Context: an optimization exercise on an open-source flow, tuned for small area and a short achievable clock period. The choices shown serve that exercise and are no tape-out recipe.
No run shown here included a check of the RTL's function; only the layout flow was run.

==> flow/design.v <==
package mdu_pkg;
  localparam logic [2:0] OP_MULT  = 3'd0;
  localparam logic [2:0] OP_MULTU = 3'd1;
  localparam logic [2:0] OP_DIV   = 3'd2;
  localparam logic [2:0] OP_DIVU  = 3'd3;
  localparam logic [2:0] OP_MTHI  = 3'd4;
  localparam logic [2:0] OP_MTLO  = 3'd5;
  localparam logic [2:0] OP_MFHI  = 3'd6;
  localparam logic [2:0] OP_MFLO  = 3'd7;
  localparam int unsigned MULT_CYCLES_DEF = 5;
  localparam int unsigned DIV_CYCLES_DEF  = 10;
  typedef enum logic [1:0] {
    ST_IDLE,
    ST_MUL_BUSY,
    ST_DIV_BUSY
  } mdu_state_e;
  function automatic logic op_is_multi(
    input logic [2:0] op
  );
    op_is_multi = ~op[2];
  endfunction
endpackage
module mdu_step (
  input  logic [34:0] x,
  input  logic [32:0] m,
  input  logic        one,
  input  logic        two,
  input  logic        inv,
  input  logic        cin,
  output logic [34:0] s
);
  logic [34:0] m1;
  logic [34:0] m2;
  logic [34:0] y;
  assign m1 = {{2{m[32]}}, m};
  assign m2 = {m[32], m, 1'b0};
  assign y  = (({35{one}} & m1) | ({35{two}} & m2)) ^ {35{inv}};
  localparam int L = 17;
  logic [L:0]  c;
  logic [34:L] t;
  logic [35:L] d;
  logic [34:L] g;
  assign c[0] = cin;
  for (genvar i = 0; i < L; i++) begin : g_lo
    assign s[i]   = x[i] ^ y[i] ^ c[i];
    assign c[i+1] = (x[i] & y[i]) | (c[i] & (x[i] ^ y[i]));
  end
  assign d[L] = 1'b0;
  assign g[L] = 1'b1;
  for (genvar i = L; i < 35; i++) begin : g_hi
    assign t[i]   = x[i] ^ y[i] ^ d[i];
    assign d[i+1] = (x[i] & y[i]) | (d[i] & (x[i] ^ y[i]));
    if (i > L) begin : g_g
      assign g[i] = g[i-1] & t[i-1];
    end
    assign s[i]   = t[i] ^ (c[L] & g[i]);
  end
endmodule
module mdu_ctrl #(
  parameter int unsigned MULT_CYCLES = mdu_pkg::MULT_CYCLES_DEF,
  parameter int unsigned DIV_CYCLES  = mdu_pkg::DIV_CYCLES_DEF
) (
  input  logic        clk,
  input  logic        reset,
  input  logic        start,
  input  logic [2:0]  op,
  input  logic [31:0] rs_val,
  input  logic [31:0] rt_val,
  input  logic        md_req,
  output logic        busy,
  output logic        stall,
  output logic [31:0] hi,
  output logic [31:0] lo,
  output logic [31:0] mdu_out
);
  localparam logic [3:0] MUL_LOAD = 4'(MULT_CYCLES - 1);
  localparam logic [3:0] DIV_LOAD = 4'(DIV_CYCLES - 1);
  logic [3:0]  cnt;
  logic        mdiv;     
  logic        aflag;    
  logic        yprev;    
  logic [32:0] bm;       
  logic [32:0] ahi;      
  logic [31:0] alo;      
  logic first;           
  logic last;            
  logic mul_step;        
  logic div_step;        
  logic div_fix;         
  logic negq;
  logic abs_rs;          
  logic [34:0] x    [1:4];
  logic [34:0] s    [1:4];
  logic        one  [1:4];
  logic        two  [1:4];
  logic        inv  [1:4];
  logic        cin  [1:4];
  logic        dlink[1:3];    
  logic [3:0]  q;
  logic        m1;            
  logic [34:0] x1_raw;
  assign first    = busy & (cnt == (mdiv ? DIV_LOAD : MUL_LOAD));
  assign last     = busy & (cnt == 4'd0);
  assign mul_step = busy & ~mdiv & (cnt != 4'd0);
  assign div_step = busy & mdiv & (cnt > 4'd1);
  assign div_fix  = busy & mdiv & (cnt == 4'd1);
  assign negq     = aflag ^ bm[32];
  assign abs_rs   = (op == mdu_pkg::OP_DIV) & rs_val[31];
  assign stall   = md_req & (busy | (start & mdu_pkg::op_is_multi(op)));
  assign mdu_out = (op == mdu_pkg::OP_MFHI) ? hi : lo;
  always_comb begin
    for (int k = 1; k <= 4; k++) begin
      logic b2, b1, b0, sub;
      b2 = alo[2*k-1];
      b1 = alo[2*k-2];
      b0 = (k == 1) ? yprev : alo[2*k-3];
      if (k == 1) sub = first | ~ahi[32];
      else        sub = ~s[k-1][34];
      one[k] = 1'b0;
      two[k] = 1'b0;
      inv[k] = 1'b0;
      if (mul_step) begin
        one[k] = b1 ^ b0;
        two[k] = (b2 & ~b1 & ~b0) | (~b2 & b1 & b0);
        inv[k] = b2 & ~(b1 & b0);
      end else if (div_step) begin
        one[k] = 1'b1;
        inv[k] = sub ^ bm[32];
      end else if (div_fix && k == 4) begin
        one[k] = ahi[32];
        inv[k] = ahi[32] & bm[32];
      end else if (busy && !mdiv && k == 1) begin
        one[k] = aflag;
      end
      cin[k] = inv[k];
      if (k < 4) dlink[k] = mdiv & ~(div_fix & (k == 3));
    end
    m1 = mdiv & last & aflag;
  end
  always_comb begin
    logic [32:0] h;
    h = first ? 33'd0 : ahi;
    if (div_step) x1_raw = {h[32], h[32:0], alo[31]};
    else               x1_raw = {{2{h[32]}}, h};
  end
  assign x[1] = x1_raw ^ {35{m1}};
  for (genvar k = 1; k <= 4; k++) begin : g_step
    mdu_step u_step (
      .x   (x[k]),
      .m   (bm),
      .one (one[k]),
      .two (two[k]),
      .inv (inv[k]),
      .cin ((k == 1) ? (cin[1] | m1) : cin[k]),
      .s   (s[k])
    );
    assign q[4-k] = ~s[k][34];
    if (k < 4) begin : g_link
      assign x[k+1] = dlink[k] ? {s[k][33:0], alo[31-k]}
                               : {{2{s[k][34]}}, s[k][34:2]};
    end
  end
  always_ff @(posedge clk) begin
    if (!busy) begin
      bm    <= {~op[0] & rt_val[31], rt_val};
      alo   <= neg_out;
      yprev <= 1'b0;
      mdiv  <= op[1];
      aflag <= rs_val[31] & (op[1] ^ op[0]);
      cnt   <= op[1] ? DIV_LOAD : MUL_LOAD;
    end else begin
      cnt <= cnt - 4'd1;
      if (mdiv) begin
        if (div_step) alo <= {alo[27:0], q};
      end else begin
        alo   <= {s[4][1:0], s[3][1:0], s[2][1:0], s[1][1:0], alo[31:8]};
        yprev <= alo[7];
      end
    end
  end
  always_ff @(posedge clk) begin
    ahi <= mdiv ? s[4][32:0] : s[4][34:2];
  end
  logic [31:0] neg_in;
  logic        neg_en;
  logic [31:0] neg_out;
  assign neg_in = busy ? alo : rs_val;
  assign neg_en = busy ? (mdiv & negq) : abs_rs;
  always_comb begin
    logic any;
    any = 1'b0;
    for (int i = 0; i < 32; i++) begin
      neg_out[i] = neg_in[i] ^ (neg_en & any);
      any = any | neg_in[i];
    end
  end
  always_ff @(posedge clk or negedge reset) begin
    if (!reset) begin
      busy <= 1'b0;
      hi   <= '0;
      lo   <= '0;
    end else if (!busy) begin
      if (start & ~op[2]) busy <= 1'b1;
      if (start & (op == mdu_pkg::OP_MTHI)) hi <= neg_out;
      if (start & (op == mdu_pkg::OP_MTLO)) lo <= neg_out;
    end else if (last) begin
      busy <= 1'b0;
      if (!mdiv || (bm[31:0] != 32'd0)) begin
        hi <= s[1][31:0];
        lo <= neg_out;
      end
    end
  end
endmodule
==> flow/run.sh <==
#!/bin/bash
# synth_recipe.tcl (not shown) runs the flow's synth.tcl, then flattens the netlist and writes it again
# the make line also repeats each setting of config.mk as NAME=value (left out here)
make -C /OpenROAD-flow-scripts/flow DESIGN_CONFIG=/design/flow/config.mk WORK_HOME=/design/flow/orfs CLKGATE_MAP_FILE= SYNTH_SCRIPT=/design/flow/synth_recipe.tcl finish
==> flow/config.mk <==
export PLATFORM = sky130hd
export DESIGN_NAME = mdu_ctrl
export DESIGN_NICKNAME = mdu_ctrl
export VERILOG_FILES = /design/flow/design.v
export SDC_FILE = /design/flow/constraint.sdc
export NUM_CORES = 4
export LEC_CHECK = 0
export ABC_AREA = 1
export CAP_MARGIN = 20
export CORE_MARGIN = 2
export CORE_UTILIZATION = 40
export SLEW_MARGIN = 20
==> flow/constraint.sdc <==
create_clock -name core_clock -period 105.0 [get_ports {clk}]
set_input_delay 21.0000 -clock core_clock [delete_from_list [all_inputs] [get_ports {clk}]]
set_output_delay 21.0000 -clock core_clock [all_outputs]
set_load 0.01 [all_outputs]
==> reports/qor.csv, run 1 <==
stage,metric,value,unit
global_routing,GRT Util Overall,24.6,%
logic_synthesis,Synth Flop Type,edfxtp_1,
logic_synthesis,"top cells by count, synth","nand2_1 (470), inv_1 (227), o21ai_0 (205)",
cells_and_area,share of layout cells above drive strength 1,5.45,%
setup_path,Critical Path Sink Type,output pin,
global_routing,global-route wire length before repair,83500,µm
logic_synthesis,Syn Area/Cell,7.75,µm²
timing,Final Cycle Share,42.0,%
logic_synthesis,Post-Synth Simple-Gate Area,19.2,%
timing,worst hold slack,0.520,ns
routing,DR DRC count,0,
logic_synthesis,main area contributors after synthesis,"fa_1 (15%), edfxtp_1 (12%), nand2_1 (11%)",
logic_synthesis,Post-Synth XOR/XNOR Area,12.4,%
routing,DRT antenna net count,0,
setup_path,CP Class,in2out,
logic_synthesis,synthesized flop and latch total,170,
timing,min Tclk post-route,44.10,ns
global_routing,GRT overflow,0,
min_path,Hold Crit Class,reg2reg,
global_routing,vias in the first global route,14838,
clock_tree,Clock transition at path regs,0.08,ns
timing,f_max,0.0227,GHz
logic_synthesis,adder-cell share of the synthesized area,16.8,%
clock_tree,CTS Buf Count,17,
logic_synthesis,Synth area leader,fa_1,
job,maxcap violations,0,
clock_tree,post-cts sizing count,0,
setup_path,"most used cell, CP",clkdlybuf4s50_1,
setup_path,R2R Setup Slk,61.45,ns
logic_synthesis,Synth Instances,2152,
die,die height,208,µm
logic_synthesis,syn_nets,2370,
outcome,outcome,timing/DRC/antenna clean,
clock_tree,Max clock buf depth,2,
timing,final setup vio count,0,
timing,Slew Limit Fails,0,
clock_tree,worst skew pair latency,0.47,ns
timing,worst slew pin tran,1.03,ns
timing,Worst Clk Skew,0.0197,ns
cells_and_area,ANT cells,0,
timing,setup ws final,60.90,ns
timing,Fin. Hold Viols,0,
placement,pre-CTS WS,60.55,ns
placement,Buffers on Ports,168,
die,DIE WIDTH,208,µm
routing,vias per cell,5.44,
routing,DR pass1 iterations,7,
setup_path,Worst EP arrival,23.10,ns
logic_synthesis,largest family of logic cells by synthesized area,simple AND/OR/NAND/NOR gates,
clock_tree,hold buffers post-CTS,0,
routing,final wirelength,53200,µm
logic_synthesis,asr flop ratio synth,38.2,%
setup_path,"slowest stage cell, crit path",clkdlybuf4s50_1,
logic_synthesis,mux cell area share after synthesis,0.938,%
clock_tree,TritonCTS Sinks,170,
global_routing,largest net degree at the start of global routing,68,
logic_synthesis,"count leader, synth",nand2_1,
placement,DP HPWL,39100,µm
logic_synthesis,Synth Area in Compound Gates,15.1,%
die,initial core utilization,40.7,%
setup_path,crit path cell chain,clkdlybuf4s50_1 -> inv_1 -> ha_1 -> nand2_2 -> buf_12 -> nor2_1 -> a21oi_1 -> clkdlybuf4s50_1,
cells_and_area,Final nets,2463,
logic_synthesis,sequential fraction of the synthesis area,26.4,%
setup_path,worst stage delay on the critical path,0.55,ns
logic_synthesis,number of synthesized flops with an enable pin,67,
logic_synthesis,Syn. warnings,14,
logic_synthesis,synthesized area,0.0167,mm²
global_routing,initial antenna violation count,0,
timing,TNS Setup,0,ns
cells_and_area,fin util,47.0,%
clock_tree,CTS tree,done,
die,FP Rows,74,
timing,Slew HR,31.0,%
clock_tree,setup repair bufs after CTS,0,
logic_synthesis,Yosys top cell area share,15.5,%
timing,RSZ-0062 raised after global routing,false,
setup_path,CP required,84.00,ns
placement,GP Congestion,0.899,
die,I/O Pins,169,
routing,WL/cell,19.1,µm
cells_and_area,area grow syn2layout,15.7,%
clock_tree,H-tree Lvls,4,
die,Core Box Area,0.0410,mm²
logic_synthesis,Yosys cell types,46,
setup_path,worst-path maximum fanout,49,
setup_path,startpoint types,primary input,
routing,Starting DRT DRC Count,1283,
die,die area,0.0433,mm²
clock_tree,Clock Root Buffer,clkbuf_16,
routing,Vias,15186,
## layout by cell type, fill, tap and decap left out, types with 18 or more instances in the layout
cell	synthesis	routed
a21oi_1	43	42
a31oi_1	26	26
buf_4	9	28
clkbuf_16	0	18
clkdlybuf4s50_1	0	167
clkinv_1	25	25
dfrtp_1	65	64
dfxtp_1	38	38
edfxtp_1	67	67
fa_1	129	129
ha_1	18	18
inv_1	227	225
nand2_1	470	468
nand3_1	96	96
nor2_1	133	131
nor2_2	17	19
o21ai_0	205	205
o22ai_1	131	130
xnor2_1	61	61
xor2_1	173	173
## per-stage QoR
| stage | std cells | instance area (µm²) |
|---|---|---|
| after floorplan | 2152 | 16700 |
| after global placement | 2757 | 18700 |
| after detailed placement | 2757 | 18700 |
| after CTS | 2789 | 19300 |
| after global routing | 2790 | 19300 |
| final | 2790 | 19300 |
## layer usage
layer  vias to the layer above  part of all wire [%]  track usage [%]
met3                        71                   7.3             4.50
met1                      7326                    44             33.1
met4                         0                   2.4             7.69
met2                       574                    47             40.4
met5                         -                     0                0
li1                       7215                     -                -
## path summary, 6_finish.rpt
| kind | start | endpoint | depth (start not counted) |
|---|---|---|---|
| worst max-delay path | op[0] | mdu_out[10] | 8 |
| worst min-delay path | cnt[0]$_DFF_P_ | cnt[0]$_DFF_P_ | 1 |
| worst max register to register | busy$_DFF_PN0_ | alo[0]$_DFFE_PP_ | 184 |
| worst min register to register | cnt[0]$_DFF_P_ | cnt[0]$_DFF_P_ | 1 |
| max in group asynchronous | reset | busy$_DFF_PN0_ | 2 |
| min in group asynchronous | reset | lo[9]$_DFFE_PN0P_ | 2 |
## state kept, by name (all words and copies together) (netlist names)
signal,count
yprev,1
bm,33
ahi,33
mdiv,1
aflag,1
busy,1
cnt,4
lo,32
alo,32
hi,32
## layout make-up
cell class	instances	area, µm²
clock buffer	18	450
sequential	170	4400
inverter	252	948
multi-input combinational	1607	10800
tap	532	666
fill	4104	21700
clock inverter	14	130
timing repair buffer	197	1910
## cells by family after synthesis
| group | count (synthesis) |
|---|---|
| fa+ha+maj | 147 |
| mux | 15 |
| compound gates | 442 |
| buf+inv | 375 |
| flops | 170 |
| xor+xnor | 235 |
| simple gates | 768 |
## worst max-delay path, delay by kind of cell
kind                     cells  cell delay (ns)
buffers and inverters        4             1.37
AND/OR/NAND/NOR              2             0.32
adder cells (fa/ha/maj)      1             0.24
AO/OA/AOI/OAI                1             0.13
==> run 2, diff against run 1 <==
==> flow/flow/run.sh (new file) <==
#!/bin/bash
# The standard ORFS layout (the standard.sh), except that the port
# buffers are sky130_fd_sc_hd__buf_1 cells instead of buffer_ports' default
# pick. The make output goes to flow_make.log here; ORFS keeps each step's
# log under orfs/logs/.
set -euo pipefail
export BUFFER_PORTS_ARGS="-buffer_cell sky130_fd_sc_hd__buf_1"
bash standard.sh > flow_make.log 2>&1
==> flow/standard.sh (new file) <==
#!/bin/bash
# synth_recipe.tcl (not shown) runs the flow's synth.tcl, then flattens the netlist and writes it again
# the make line also repeats each setting of config.mk as NAME=value (left out here)
make -C /OpenROAD-flow-scripts/flow DESIGN_CONFIG=/design/flow/config.mk WORK_HOME=/design/flow/orfs CLKGATE_MAP_FILE= SYNTH_SCRIPT=/design/flow/synth_recipe.tcl "${@:-finish}"
removed: flow/run.sh
==> run 2 against run 1 <==
- utilization fell by 2.5 points
- critical endpoint unchanged
- flip-flop and latch count unchanged
- via count grew 0.86%
- highest routed layer unchanged
- still clean
==> reports/qor.csv, run 2 <==
stage,metric,value,unit,change
outcome,outcome,timing/DRC/antenna clean,,
setup_path,"slowest stage cell, crit path",nand2_4,,
setup_path,CP bufs+invs,3,,-1
die,initial core utilization,40.7,%,unchanged
placement,GP Congestion,0.900,,+0.12%
routing,Starting DRT DRC Count,1273,,-0.78%
setup_path,worst stage delay on the critical path,0.45,ns,-0.10 ns
logic_synthesis,main area contributors after synthesis,"fa_1 (15%), edfxtp_1 (12%), nand2_1 (11%)",,
setup_path,RR Startpoint,mdiv$_DFFE_PN_,,
timing,setup ws final,61.62,ns,+0.719 ns
logic_synthesis,Yosys top cell area share,15.5,%,unchanged
min_path,WHS Path Cells,2,,+1
die,FP Rows,74,,unchanged
clock_tree,setup repair bufs after CTS,0,,unchanged
clock_tree,hold buffers post-CTS,0,,unchanged
clock_tree,Clock Root Buffer,clkbuf_16,,
logic_synthesis,synthesized area,0.0167,mm²,unchanged
placement,DP Area,0.0177,mm²,-5.5%
logic_synthesis,Yosys cell types,46,,unchanged
clock_tree,Max clock buf depth,2,,unchanged
logic_synthesis,Syn. warnings,14,,unchanged
routing,final wirelength,53600,µm,+0.74%
global_routing,global-route wire length before repair,83800,µm,+0.35%
logic_synthesis,number of synthesized flops with an enable pin,67,,unchanged
cells_and_area,Final nets,2462,,-0.041%
setup_path,Critical Path Sink Type,output pin,,
clock_tree,TritonCTS Sinks,170,,unchanged
clock_tree,CTS tree,done,,
timing,min Tclk post-route,43.38,ns,-0.719 ns
setup_path,CP Class,in2out,,
clock_tree,Clock transition at path regs,0.08,ns,about the same
timing,f_max,0.0230,GHz,+1.7%
logic_synthesis,syn_nets,2370,,unchanged
setup_path,Worst EP arrival,22.38,ns,-0.72 ns
setup_path,Worst R2R Path Depth,184,,unchanged
timing,worst slew pin tran,0.899,ns,-0.133 ns
logic_synthesis,Synth Area in Compound Gates,15.1,%,unchanged
setup_path,CP required,84.00,ns,about the same
placement,DP HPWL,39600,µm,+1.0%
clock_tree,CTS Buf Count,17,,unchanged
clock_tree,H-tree Lvls,4,,unchanged
routing,DRT antenna net count,0,,unchanged
min_path,min-delay src,yprev$_SDFFE_PN0N_,,
timing,worst hold slack,0.528,ns,+0.00778 ns
routing,DR DRC count,0,,unchanged
placement,Buffers on Ports,168,,unchanged
setup_path,kind of cell adding the most delay to the critical path,simple AND/OR/NAND/NOR gates,,
cells_and_area,Final Instance Area,0.0183,mm²,-5.4%
die,I/O Pins,169,,unchanged
timing,Final Cycle Share,41.3,%,-0.68 points
global_routing,GRT Util Overall,24.8,%,+0.13 points
routing,Vias,15316,,+0.86%
logic_synthesis,Post-Synth Simple-Gate Area,19.2,%,unchanged
logic_synthesis,Syn Area/Cell,7.75,µm²,unchanged
timing,Slew HR,39.9,%,+8.8 points
setup_path,worst-path maximum fanout,62,,+27%
cells_and_area,largest registers,"ahi: 33 flops, bm: 33 flops",,
setup_path,R2R Setup Slk,61.86,ns,+0.41 ns
routing,vias per cell,5.49,,+0.89%
logic_synthesis,adder-cell share of the synthesized area,16.8,%,unchanged
placement,pre-CTS WS,61.30,ns,+0.751 ns
job,maxcap violations,0,,unchanged
global_routing,GRT overflow,0,,unchanged
routing,WL/cell,19.2,µm,+0.77%
cells_and_area,area grow syn2layout,9.48,%,
timing,TNS Setup,0,ns,unchanged
logic_synthesis,Synth area leader,fa_1,,
setup_path,Critical path origin,op[0],,
timing,Slew Limit Fails,0,,unchanged
logic_synthesis,asr flop ratio synth,38.2,%,unchanged
cells_and_area,"most common cell after layout, fill and taps aside",nand2_1,,
logic_synthesis,sequential fraction of the synthesis area,26.4,%,unchanged
setup_path,RR Endpoint,alo[0]$_DFFE_PP_,,
logic_synthesis,mux cell area share after synthesis,0.938,%,unchanged
setup_path,startpoint types,primary input,,
cells_and_area,ANT cells,0,,unchanged
logic_synthesis,"count leader, synth",nand2_1,,
clock_tree,worst skew pair latency,0.48,ns,about the same
routing,DR pass1 iterations,5,,-2
logic_synthesis,"top cells by count, synth","nand2_1 (470), inv_1 (227), o21ai_0 (205)",,
setup_path,crit path cell chain,buf_1 -> inv_1 -> ha_1 -> nand2_4 -> nor2_1 -> a21oi_1 -> buf_1,,
timing,RSZ-0062 raised after global routing,false,,
global_routing,initial antenna violation count,0,,unchanged
global_routing,largest net degree at the start of global routing,66,,-2.9%
cells_and_area,share of layout cells above drive strength 1,5.45,%,about the same
die,die height,208,µm,unchanged
global_routing,vias in the first global route,15006,,+1.1%
clock_tree,post-cts sizing count,0,,unchanged
die,DIE WIDTH,208,µm,unchanged
cells_and_area,most frequent cells in the layout,"nand2_1 (468), inv_1 (225), o21ai_0 (205)",,
die,die area,0.0433,mm²,unchanged
logic_synthesis,synthesized flop and latch total,170,,unchanged
die,Core Box Area,0.0410,mm²,unchanged
timing,Worst Clk Skew,0.0206,ns,+0.000861 ns
setup_path,"most used cell, CP",buf_1,,
logic_synthesis,Synth Flop Type,edfxtp_1,,
min_path,Hold Crit Class,reg2reg,,
logic_synthesis,Synth Instances,2152,,unchanged
logic_synthesis,Post-Synth XOR/XNOR Area,12.4,%,unchanged
logic_synthesis,largest family of logic cells by synthesized area,simple AND/OR/NAND/NOR gates,,
timing,final setup vio count,0,,unchanged
timing,Fin. Hold Viols,0,,unchanged
min_path,Worst Hold End,yprev$_SDFFE_PN0N_,,
==> run 2: per-layer routing <==
layer / vias up / GRT usage [%] / share of wire (%)
met5: - / 0 / 0
met4: 0 / 8.81 / 2.8
met3: 96 / 4.44 / 7.8
met2: 641 / 40.3 / 46
met1: 7357 / 33.2 / 43
li1: 7222 / - / -
==> run 2: kinds of logic (layout without fill, tap and decap cells) <==
group,after synthesis,in the layout
xor gates and xnor gates,235,235
AOI/OAI and AO/OA,442,442
and+or+nand+nor,768,768
adders and majority gates,147,147
muxes,15,15
buffers and inverters,375,480
DFF,170,170
==> run 2: worst max-delay path by stage <==
stage	end	slack (ns)	cells after the start
2_1_floorplan	mdu_out[10]	62.02	6
3_3_place_gp	mdu_out[12]	61.39	7
3_5_place_dp	mdu_out[9]	61.30	7
4_1_cts	mdu_out[9]	61.30	7
5_1_grt	alo[0]$_DFFE_PP_	59.05	184
6_report	mdu_out[10]	61.62	7
==> run 2: worst register-to-register path, delay by kind of cell, from the launching register on <==
kind | cells | cell delay [ns]
simple gates | 78 | 9.01
buf+inv | 34 | 5.16
xor+xnor | 4 | 0.83
flops | 1 | 0.36
fa+ha+maj | 64 | 26.80
compound gates | 4 | 0.71
==> run 2: cell type report <==
| class | instances | area (µm²) |
|---|---|---|
| multi-input combinational | 1607 | 10800 |
| inverter | 252 | 948 |
| timing repair buffer | 196 | 842 |
| fill | 4226 | 22800 |
| tap | 532 | 666 |
| clock buffer | 19 | 464 |
| clock inverter | 13 | 136 |
| sequential | 170 | 4400 |
==> run 2: through the flow <==
stage / instances / utilization, %
after CTS: 2789 / 44.5
after global placement: 2757 / 43.0
after detailed placement: 2757 / 43.0
after floorplan: 2152 / -
final: 2789 / 44.5
after global routing: 2789 / 44.5
==> run 3, diff against run 2 <==
--- a/flow/design.v
+++ b/flow/design.v
@@ -164,5 +164,4 @@
     if (!busy) begin
       bm    <= {~op[0] & rt_val[31], rt_val};
-      alo   <= neg_out;
       yprev <= 1'b0;
       mdiv  <= op[1];
@@ -170,12 +169,12 @@
       cnt   <= op[1] ? DIV_LOAD : MUL_LOAD;
     end else begin
-      cnt <= cnt - 4'd1;
-      if (mdiv) begin
-        if (div_step) alo <= {alo[27:0], q};
-      end else begin
-        alo   <= {s[4][1:0], s[3][1:0], s[2][1:0], s[1][1:0], alo[31:8]};
-        yprev <= alo[7];
-      end
-    end
+      cnt   <= cnt - 4'd1;
+      yprev <= alo[7];
+    end
+  end
+  always_ff @(posedge clk) begin
+    if (mul_step)      alo <= {s[4][1:0], s[3][1:0], s[2][1:0], s[1][1:0], alo[31:8]};
+    else if (div_step) alo <= {alo[27:0], q};
+    else               alo <= neg_out;
   end
   always_ff @(posedge clk) begin
@@ -186,5 +185,5 @@
   logic [31:0] neg_out;
   assign neg_in = busy ? alo : rs_val;
-  assign neg_en = busy ? (mdiv & negq) : abs_rs;
+  assign neg_en = busy ? (div_fix & negq) : abs_rs;
   always_comb begin
     logic any;
==> run 3 against run 2 <==
- sequential share of layout area shrank 2.0 points
- cell count grew 1.3%
- first-iteration DRC count shrank 5.7%
- setup slack lost 0.36 ns
- clock skew shrank 0.0035 ns
- non-clock buffer count shrank 3
- critical path depth shrank 1
- wire length shrank 0.47%
- critical path type unchanged
- largest cell class unchanged
==> reports/qor.csv, run 3 <==
stage,metric,value,unit,change
outcome,outcome,timing/DRC/antenna clean,,
logic_synthesis,Synth Instances,2191,,+1.8%
routing,DRT antenna net count,0,,unchanged
setup_path,worst-path maximum fanout,62,,unchanged
global_routing,GRT Util Overall,24.6,%,-0.18 points
logic_synthesis,Yosys top cell area share,15.2,%,-0.31 points
placement,GP Congestion,0.891,,-0.97%
cells_and_area,final cell count without fillers,2825,,+1.3%
timing,Worst Clk Skew,0.0170,ns,-0.00351 ns
timing,Final Cycle Share,41.7,%,+0.34 points
clock_tree,worst skew pair latency,0.52,ns,+0.04 ns
clock_tree,Clock transition at path regs,0.07,ns,about the same
setup_path,startpoint types,primary input,,
clock_tree,CTS tree,done,,
logic_synthesis,sequential fraction of the synthesis area,24.0,%,-2.4 points
clock_tree,hold buffers post-CTS,0,,unchanged
global_routing,GRT overflow,0,,unchanged
routing,DR pass1 iterations,6,,+1
logic_synthesis,"count leader, synth",nand2_1,,
cells_and_area,Final nets,2490,,+1.1%
setup_path,Worst EP arrival,22.74,ns,+0.36 ns
global_routing,vias in the first global route,14930,,-0.51%
global_routing,initial antenna violation count,2,,+2
routing,Starting DRT DRC Count,1201,,-5.7%
timing,worst slew pin tran,0.970,ns,+0.0711 ns
routing,DR DRC count,0,,unchanged
min_path,Hold Crit Class,reg2reg,,
cells_and_area,"most common cell after layout, fill and taps aside",nand2_1,,
cells_and_area,most frequent cells in the layout,"nand2_1 (456), o21ai_0 (298), inv_1 (206)",,
placement,DP Area,0.0179,mm²,+1.4%
clock_tree,TritonCTS Sinks,170,,unchanged
timing,worst hold slack,0.509,ns,-0.0192 ns
clock_tree,post-cts sizing count,0,,unchanged
routing,WL/cell,18.9,µm,-1.7%
routing,vias per cell,5.45,,-0.77%
logic_synthesis,asr flop ratio synth,38.2,%,unchanged
cells_and_area,fillers,4331,,+2.5%
die,die height,210,µm,+0.99%
logic_synthesis,syn_nets,2408,,+1.6%
timing,RSZ-0062 raised after global routing,false,,
setup_path,Critical Path Sink Type,output pin,,
die,FP Rows,75,,+1.4%
logic_synthesis,Syn Area/Cell,7.77,µm²,+0.21%
placement,DP HPWL,39300,µm,-0.54%
setup_path,RR Startpoint,cnt[0]$_DFF_P_,,
cells_and_area,share of layout cells above drive strength 1,9.23,%,+3.8 points
cells_and_area,ANT cells,0,,unchanged
die,I/O Pins,169,,unchanged
logic_synthesis,"top cells by count, synth","nand2_1 (459), o21ai_0 (298), inv_1 (207)",,
timing,Slew HR,35.1,%,-4.8 points
cells_and_area,area grow syn2layout,8.74,%,
setup_path,CP required,84.00,ns,about the same
routing,final wirelength,53300,µm,-0.47%
timing,Slew Limit Fails,0,,unchanged
clock_tree,H-tree Lvls,4,,unchanged
die,DIE WIDTH,210,µm,+0.99%
timing,min Tclk post-route,43.74,ns,+0.358 ns
clock_tree,CTS Buf Count,17,,unchanged
timing,f_max,0.0229,GHz,-0.82%
logic_synthesis,number of synthesized flops with an enable pin,35,,-48%
global_routing,global-route wire length before repair,83200,µm,-0.66%
die,die area,0.0442,mm²,+2.0%
job,maxcap violations,0,,unchanged
die,Core Box Area,0.0419,mm²,+2.3%
logic_synthesis,Syn. warnings,14,,unchanged
logic_synthesis,Synth Flop Type,dfxtp_1,,
setup_path,CP Class,in2out,,
cells_and_area,fin util,44.1,%,-0.40 points
timing,TNS Setup,0,ns,unchanged
logic_synthesis,synthesized flop and latch total,170,,unchanged
logic_synthesis,synthesized area,0.0170,mm²,+2.0%
timing,Fin. Hold Viols,0,,unchanged
logic_synthesis,Yosys cell types,52,,+13%
clock_tree,setup repair bufs after CTS,0,,unchanged
cells_and_area,largest registers,"ahi: 33 flops, bm: 33 flops",,
clock_tree,Clock Root Buffer,clkbuf_16,,
die,initial core utilization,40.6,%,-0.096 points
timing,final setup vio count,0,,unchanged
global_routing,largest net degree at the start of global routing,110,,+67%
min_path,min-delay src,alo[7]$_DFF_P_,,
logic_synthesis,main area contributors after synthesis,"fa_1 (15%), nand2_1 (10%), dfrtp_1 (9.6%)",,
clock_tree,Max clock buf depth,2,,unchanged
routing,Vias,15394,,+0.51%
logic_synthesis,Synth area leader,fa_1,,
placement,Buffers on Ports,168,,unchanged
placement,Cell Count Post-Placement,2793,,+1.3%
setup_path,Critical path origin,op[0],,
cells_and_area,Final Instance Area,0.0185,mm²,+1.3%
-- run 3: routing by layer --
layer / GRT usage [%] / wire, µm
met1: 33.2 / 23600
met2: 39.0 / 24400
met3: 4.50 / 3600
met4: 10.1 / 1690
met5: 0 / 0
-- run 3: cell families (layout without fill, tap and decap cells) --
kind of cell / Yosys count / after routing / synth area share, %
flops: 170 / 170 / 24.0
compound gates: 513 / 513 / 16.6
mux: 12 / 12 / 0.728
xor+xnor: 234 / 234 / 13.4
fa+ha+maj: 146 / 146 / 16.4
buf+inv: 393 / 488 / 9.56
simple gates: 723 / 723 / 19.4
-- run 3: worst paths after layout --
path	cells after the start	endpoint	slack [ns]
worst min-delay path	2	yprev$_SDFF_PN0_	0.51
max in group asynchronous	2	busy$_DFF_PN0_	83.76
worst min register to register	2	yprev$_SDFF_PN0_	0.51
min in group asynchronous	2	lo[12]$_DFFE_PN0P_	20.65
worst max register to register	163	alo[0]$_DFF_P_	63.12
worst max-delay path	6	mdu_out[29]	61.26
-- run 3: stage by stage --
| stage | setup slack, ns |
|---|---|
| 4_1_cts | 61.23 |
| 3_3_place_gp | 61.30 |
| 2_1_floorplan | 62.05 |
| 3_5_place_dp | 61.23 |
| 6_report | 61.26 |
| 5_1_grt | 60.86 |
-- run 3: cell type report --
type	count	area [µm²]	area share [%]
Timing Repair Buffer	193	820	4.43
Sequential cell	170	4080	22.1
Tap cell	539	674	3.64
Clock inverter	15	170	0.920
Clock buffer	17	425	2.30
Multi-Input combinational cell	1628	11300	61.3
Inverter	263	987	5.34
-- run 3: critical path: stages --
cell and delay, ns:
buf_1 0.14, inv_1 0.09, ha_1 0.23, nand2_2 0.69, mux2_2 0.41, buf_1 0.12
==> run 4, diff against run 3 <==
--- a/flow/design.v
+++ b/flow/design.v
@@ -76,5 +76,5 @@
   localparam logic [3:0] MUL_LOAD = 4'(MULT_CYCLES - 1);
   localparam logic [3:0] DIV_LOAD = 4'(DIV_CYCLES - 1);
-  logic [3:0]  cnt;
+  logic [3:0]  cnt;      
   logic        mdiv;     
   logic        aflag;    
@@ -83,11 +83,16 @@
   logic [32:0] ahi;      
   logic [31:0] alo;      
-  logic first;           
-  logic last;            
-  logic mul_step;        
-  logic div_step;        
-  logic div_fix;         
+  logic ph_first;        
+  logic ph_mul;          
+  logic ph_div;          
+  logic ph_fix;          
+  logic ph_last;         
+  logic ph_negr;         
+  logic start_op;
+  logic [3:0] cnt_n;
+  logic busy_n;
+  logic mdiv_n;
   logic negq;
-  logic abs_rs;          
+  logic abs_rs;
   logic [34:0] x    [1:4];
   logic [34:0] s    [1:4];
@@ -95,18 +100,34 @@
   logic        two  [1:4];
   logic        inv  [1:4];
-  logic        cin  [1:4];
   logic        dlink[1:3];    
   logic [3:0]  q;
-  logic        m1;            
   logic [34:0] x1_raw;
-  assign first    = busy & (cnt == (mdiv ? DIV_LOAD : MUL_LOAD));
-  assign last     = busy & (cnt == 4'd0);
-  assign mul_step = busy & ~mdiv & (cnt != 4'd0);
-  assign div_step = busy & mdiv & (cnt > 4'd1);
-  assign div_fix  = busy & mdiv & (cnt == 4'd1);
+  assign start_op = start & ~op[2];
   assign negq     = aflag ^ bm[32];
   assign abs_rs   = (op == mdu_pkg::OP_DIV) & rs_val[31];
   assign stall   = md_req & (busy | (start & mdu_pkg::op_is_multi(op)));
   assign mdu_out = (op == mdu_pkg::OP_MFHI) ? hi : lo;
+  assign busy_n = busy ? ~ph_last : start_op;
+  assign mdiv_n = busy ? mdiv : op[1];
+  assign cnt_n  = busy ? cnt - 4'd1 : (op[1] ? DIV_LOAD : MUL_LOAD);
+  always_ff @(posedge clk or negedge reset) begin
+    if (!reset) begin
+      busy     <= 1'b0;
+      ph_first <= 1'b0;
+      ph_mul   <= 1'b0;
+      ph_div   <= 1'b0;
+      ph_fix   <= 1'b0;
+      ph_last  <= 1'b0;
+      ph_negr  <= 1'b0;
+    end else begin
+      busy     <= busy_n;
+      ph_first <= ~busy & start_op;
+      ph_mul   <= busy_n & ~mdiv_n & (cnt_n != 4'd0);
+      ph_div   <= busy_n & mdiv_n & (cnt_n > 4'd1);
+      ph_fix   <= busy_n & mdiv_n & (cnt_n == 4'd1);
+      ph_last  <= busy_n & (cnt_n == 4'd0);
+      ph_negr  <= busy_n & mdiv_n & (cnt_n == 4'd0) & aflag;
+    end
+  end
   always_comb begin
     for (int k = 1; k <= 4; k++) begin
@@ -115,34 +136,32 @@
       b1 = alo[2*k-2];
       b0 = (k == 1) ? yprev : alo[2*k-3];
-      if (k == 1) sub = first | ~ahi[32];
+      if (k == 1) sub = ph_first | ~ahi[32];
       else        sub = ~s[k-1][34];
       one[k] = 1'b0;
       two[k] = 1'b0;
       inv[k] = 1'b0;
-      if (mul_step) begin
+      if (ph_mul) begin
         one[k] = b1 ^ b0;
         two[k] = (b2 & ~b1 & ~b0) | (~b2 & b1 & b0);
         inv[k] = b2 & ~(b1 & b0);
-      end else if (div_step) begin
+      end else if (ph_div) begin
         one[k] = 1'b1;
         inv[k] = sub ^ bm[32];
-      end else if (div_fix && k == 4) begin
+      end else if (ph_fix && k == 4) begin
         one[k] = ahi[32];
         inv[k] = ahi[32] & bm[32];
-      end else if (busy && !mdiv && k == 1) begin
+      end else if (ph_last && !mdiv && k == 1) begin
         one[k] = aflag;
       end
-      cin[k] = inv[k];
-      if (k < 4) dlink[k] = mdiv & ~(div_fix & (k == 3));
-    end
-    m1 = mdiv & last & aflag;
+      if (k < 4) dlink[k] = mdiv & ~(ph_fix & (k == 3));
+    end
   end
   always_comb begin
     logic [32:0] h;
-    h = first ? 33'd0 : ahi;
-    if (div_step) x1_raw = {h[32], h[32:0], alo[31]};
-    else               x1_raw = {{2{h[32]}}, h};
-  end
-  assign x[1] = x1_raw ^ {35{m1}};
+    h = ph_first ? 33'd0 : ahi;
+    if (ph_div) x1_raw = {h[32], h[32:0], alo[31]};
+    else        x1_raw = {{2{h[32]}}, h};
+  end
+  assign x[1] = x1_raw ^ {35{ph_negr}};
   for (genvar k = 1; k <= 4; k++) begin : g_step
     mdu_step u_step (
@@ -152,5 +171,5 @@
       .two (two[k]),
       .inv (inv[k]),
-      .cin ((k == 1) ? (cin[1] | m1) : cin[k]),
+      .cin ((k == 1) ? (inv[1] | ph_negr) : inv[k]),
       .s   (s[k])
     );
@@ -162,22 +181,19 @@
   end
   always_ff @(posedge clk) begin
+    cnt  <= cnt_n;
+    mdiv <= mdiv_n;
     if (!busy) begin
       bm    <= {~op[0] & rt_val[31], rt_val};
-      yprev <= 1'b0;
-      mdiv  <= op[1];
       aflag <= rs_val[31] & (op[1] ^ op[0]);
-      cnt   <= op[1] ? DIV_LOAD : MUL_LOAD;
-    end else begin
-      cnt   <= cnt - 4'd1;
-      yprev <= alo[7];
-    end
-  end
-  always_ff @(posedge clk) begin
-    if (mul_step)      alo <= {s[4][1:0], s[3][1:0], s[2][1:0], s[1][1:0], alo[31:8]};
-    else if (div_step) alo <= {alo[27:0], q};
-    else               alo <= neg_out;
+    end
+    yprev <= busy & alo[7];
   end
   always_ff @(posedge clk) begin
     ahi <= mdiv ? s[4][32:0] : s[4][34:2];
+  end
+  always_ff @(posedge clk) begin
+    if (ph_mul)      alo <= {s[4][1:0], s[3][1:0], s[2][1:0], s[1][1:0], alo[31:8]};
+    else if (ph_div) alo <= {alo[27:0], q};
+    else             alo <= neg_out;
   end
   logic [31:0] neg_in;
@@ -185,5 +201,5 @@
   logic [31:0] neg_out;
   assign neg_in = busy ? alo : rs_val;
-  assign neg_en = busy ? (div_fix & negq) : abs_rs;
+  assign neg_en = busy ? (ph_fix & negq) : abs_rs;
   always_comb begin
     logic any;
@@ -196,13 +212,10 @@
   always_ff @(posedge clk or negedge reset) begin
     if (!reset) begin
-      busy <= 1'b0;
-      hi   <= '0;
-      lo   <= '0;
+      hi <= '0;
+      lo <= '0;
     end else if (!busy) begin
-      if (start & ~op[2]) busy <= 1'b1;
       if (start & (op == mdu_pkg::OP_MTHI)) hi <= neg_out;
       if (start & (op == mdu_pkg::OP_MTLO)) lo <= neg_out;
-    end else if (last) begin
-      busy <= 1'b0;
+    end else if (ph_last) begin
       if (!mdiv || (bm[31:0] != 32'd0)) begin
         hi <= s[1][31:0];
==> run 4 against run 3 <==
- hold slack got worse by 0.012 ns
- critical path depth unchanged
- utilization about the same
- final area about the same
- global-route usage decreased by 0.50 points
- critical endpoint is now mdu_out[30]
- still clean
- wire length decreased by 2.3%
- first-iteration DRC count decreased by 1.3%
==> reports/qor.csv, run 4 <==
stage,metric,value,unit,change
timing,Final Cycle Share,41.6,%,-0.058 points
setup_path,CP required,84.00,ns,about the same
setup_path,worst-path maximum fanout,63,,+1.6%
logic_synthesis,Synth area leader,fa_1,,
timing,f_max,0.0229,GHz,+0.14%
placement,GP Congestion,0.878,,-1.5%
timing,TNS Setup,0,ns,unchanged
clock_tree,H-tree Lvls,4,,unchanged
logic_synthesis,"count leader, synth",nand2_1,,
routing,Vias,15231,,-1.1%
timing,RSZ-0062 raised after global routing,false,,
cells_and_area,final cell count without fillers,2814,,-0.39%
setup_path,"slowest stage cell, crit path",nand2_2,,
die,initial core utilization,40.5,%,-0.069 points
die,die height,210,µm,about the same
cells_and_area,multi-input logic area,0.0111,mm²,-2.4%
cells_and_area,Reg area,0.00422,mm²,+3.5%
die,DIE WIDTH,210,µm,about the same
clock_tree,TritonCTS Sinks,176,,+3.5%
timing,Fin. Hold Viols,0,,unchanged
routing,WL/cell,18.5,µm,-2.0%
logic_synthesis,synthesized flop and latch total,176,,+3.5%
timing,worst slew pin tran,1.08,ns,+0.107 ns
timing,Slew HR,28.1,%,-7.0 points
global_routing,global-route wire length before repair,82600,µm,-0.69%
cells_and_area,area grow syn2layout,8.99,%,
logic_synthesis,"top cells by count, synth","nand2_1 (383), o21ai_0 (294), inv_1 (273)",,
clock_tree,CTS tree,done,,
cells_and_area,ANT cells,0,,unchanged
setup_path,startpoint types,primary input,,
cells_and_area,fillers,4242,,-2.1%
routing,final wirelength,52100,µm,-2.3%
setup_path,Critical Path Sink Type,output pin,,
die,FP Rows,75,,unchanged
clock_tree,Clock Root Buffer,clkbuf_16,,
timing,Worst Clk Skew,0.0216,ns,+0.00457 ns
setup_path,CP Class,in2out,,
setup_path,worst stage delay on the critical path,0.67,ns,-0.02 ns
cells_and_area,"most common cell after layout, fill and taps aside",nand2_1,,
placement,Cell Count Post-Placement,2782,,-0.39%
logic_synthesis,asr flop ratio synth,40.3,%,+2.1 points
clock_tree,Clock transition at path regs,0.07,ns,about the same
global_routing,GRT Util Overall,24.1,%,-0.50 points
logic_synthesis,Synth Flop Type,dfxtp_1,,
cells_and_area,fin util,44.1,%,about the same
logic_synthesis,Yosys top cell area share,15.2,%,+0.026 points
setup_path,Worst R2R Path Depth,186,,+14%
min_path,WHS Path Cells,2,,unchanged
clock_tree,CTS Buf Count,17,,unchanged
global_routing,largest net degree at the start of global routing,101,,-8.2%
clock_tree,post-cts sizing count,0,,unchanged
clock_tree,hold buffers post-CTS,0,,unchanged
logic_synthesis,synthesized area,0.0170,mm²,-0.17%
die,die area,0.0441,mm²,-0.17%
logic_synthesis,sequential fraction of the synthesis area,24.8,%,+0.87 points
setup_path,crit path cell chain,buf_1 -> inv_1 -> ha_1 -> nand2_2 -> mux2_2 -> buf_1,,
job,maxcap violations,0,,unchanged
global_routing,initial antenna violation count,1,,-1
global_routing,vias in the first global route,15211,,+1.9%
die,Core Box Area,0.0419,mm²,unchanged
clock_tree,Max clock buf depth,2,,unchanged
routing,Starting DRT DRC Count,1185,,-1.3%
timing,min Tclk post-route,43.68,ns,-0.0609 ns
setup_path,"most used cell, CP",buf_1,,
cells_and_area,largest registers,"ahi: 33 flops, bm: 33 flops",,
min_path,Hold Crit Class,reg2reg,,
setup_path,Worst EP arrival,22.68,ns,-0.06 ns
routing,vias per cell,5.41,,-0.67%
cells_and_area,Final nets,2478,,-0.48%
clock_tree,worst skew pair latency,0.49,ns,-0.03 ns
logic_synthesis,number of synthesized flops with an enable pin,34,,-2.9%
clock_tree,setup repair bufs after CTS,0,,unchanged
logic_synthesis,Syn. warnings,12,,-2
cells_and_area,share of layout cells above drive strength 1,7.43,%,-1.8 points
placement,Buffers on Ports,168,,unchanged
timing,Slew Limit Fails,0,,unchanged
cells_and_area,most frequent cells in the layout,"nand2_1 (381), o21ai_0 (294), inv_1 (272)",,
logic_synthesis,main area contributors after synthesis,"fa_1 (15%), dfrtp_1 (10%), o21ai_0 (8.7%)",,
logic_synthesis,Yosys cell types,50,,-3.8%
placement,DP HPWL,39000,µm,-0.87%
die,I/O Pins,169,,unchanged
timing,final setup vio count,0,,unchanged
logic_synthesis,Synth Instances,2179,,-0.55%
routing,DR pass1 iterations,5,,-1
logic_synthesis,syn_nets,2395,,-0.54%
outcome,outcome,timing/DRC/antenna clean,,
routing,DR DRC count,0,,unchanged
logic_synthesis,Syn Area/Cell,7.80,µm²,+0.38%
global_routing,GRT overflow,0,,unchanged
routing,DRT antenna net count,0,,unchanged
[run 4: cells by family (layout without fill, tap and decap cells)]
| kind of cell | count (synthesis) | after routing | synth area share (%) |
|---|---|---|---|
| multiplexers | 12 | 12 | 0.722 |
| XOR/XNOR | 233 | 233 | 13.3 |
| AND/OR/NAND/NOR | 630 | 630 | 16.4 |
| AO/OA/AOI/OAI | 550 | 550 | 18.2 |
| flip-flops | 176 | 176 | 24.8 |
| adder cells (fa/ha/maj) | 145 | 145 | 16.4 |
| buffers and inverters | 433 | 529 | 10.2 |
[run 4: path summary, 6_finish.rpt]
check	from	endpoint	slack, ns
worst max register to register	ph_div$_DFF_PN0_	alo[0]$_DFF_P_	63.10
worst min-delay path	alo[7]$_DFF_P_	yprev$_DFF_P_	0.50
max in group asynchronous	reset	lo[31]$_DFFE_PN0P_	83.61
min in group asynchronous	reset	busy$_DFF_PN0_	20.75
worst max-delay path	op[0]	mdu_out[30]	61.32
worst min register to register	alo[7]$_DFF_P_	yprev$_DFF_P_	0.50
[run 4: metal layers]
metal / global-route usage, % / up-vias / share of wire [%]
met5: 0 / - / 0.021
met4: 11.4 / 2 / 4.3
met3: 3.68 / 101 / 5.9
met2: 39.7 / 480 / 47
li1: - / 7255 / -
met1: 31.2 / 7393 / 42
[run 4: metrics by stage]
stage / hold WS, ns / cell area [µm²] / worst slack, ns
after detailed placement: 0.478 / 17900 / 61.31
final: 0.497 / 18500 / 61.32
after floorplan: 0.436 / 17000 / 62.11
after global placement: 0.479 / 17900 / 61.37
after global routing: 0.529 / 18500 / 60.58
after CTS: 0.494 / 18500 / 61.30
[run 4: area by class of cell]
class / instances / share of cell area, %
multi-input combinational: 1570 / 59.8
sequential: 176 / 22.8
inverter: 305 / 6.18
timing repair buffer: 192 / 4.40
tap: 539 / 3.64
clock buffer: 18 / 2.32
clock inverter: 14 / 0.865
[run 4: critical path, delay by kind of cell]
| family | cells | cell delay, ns |
|---|---|---|
| buffers and inverters | 3 | 0.33 |
| adders and majority gates | 1 | 0.22 |
| muxes | 1 | 0.41 |
| and+or+nand+nor | 1 | 0.67 |

## re-timing with driven ports
The results above use ideal ports. As a check the final layouts listed here were re-extracted and re-timed, cells and wires unchanged.
Step 1, drivers: a clkbuf_16 drives clk and a buf_2 each remaining input, both assumed.
Step 2 moves the port delays by t, midway between the first and last clock arrival at a register: inputs arrive t later, outputs are due t later. That takes back most of the time a late clock gives input paths.
Three values: ideal, step 1, step 2; two values: the first two.
| run | shift t [ns] | setup WS [ns] | latest minus earliest clock arrival (ns) |
|---|---|---|---|
| run 1 | 0.518 | 60.896 / 60.868 / 60.868 | 0.023 / 0.023 |
| run 2 | 0.524 | 61.615 / 61.591 / 61.591 | 0.021 / 0.021 |
| run 3 | 0.568 | 61.257 / 61.236 / 61.236 | 0.017 / 0.017 |
| run 4 | 0.532 | 61.318 / 61.297 / 61.297 | 0.022 / 0.022 |
After both steps setup and hold are still met in every run listed. The setup slack of run 1, which loses most, moves by -0.028 ns with the drivers and by -0.028 ns with both steps.
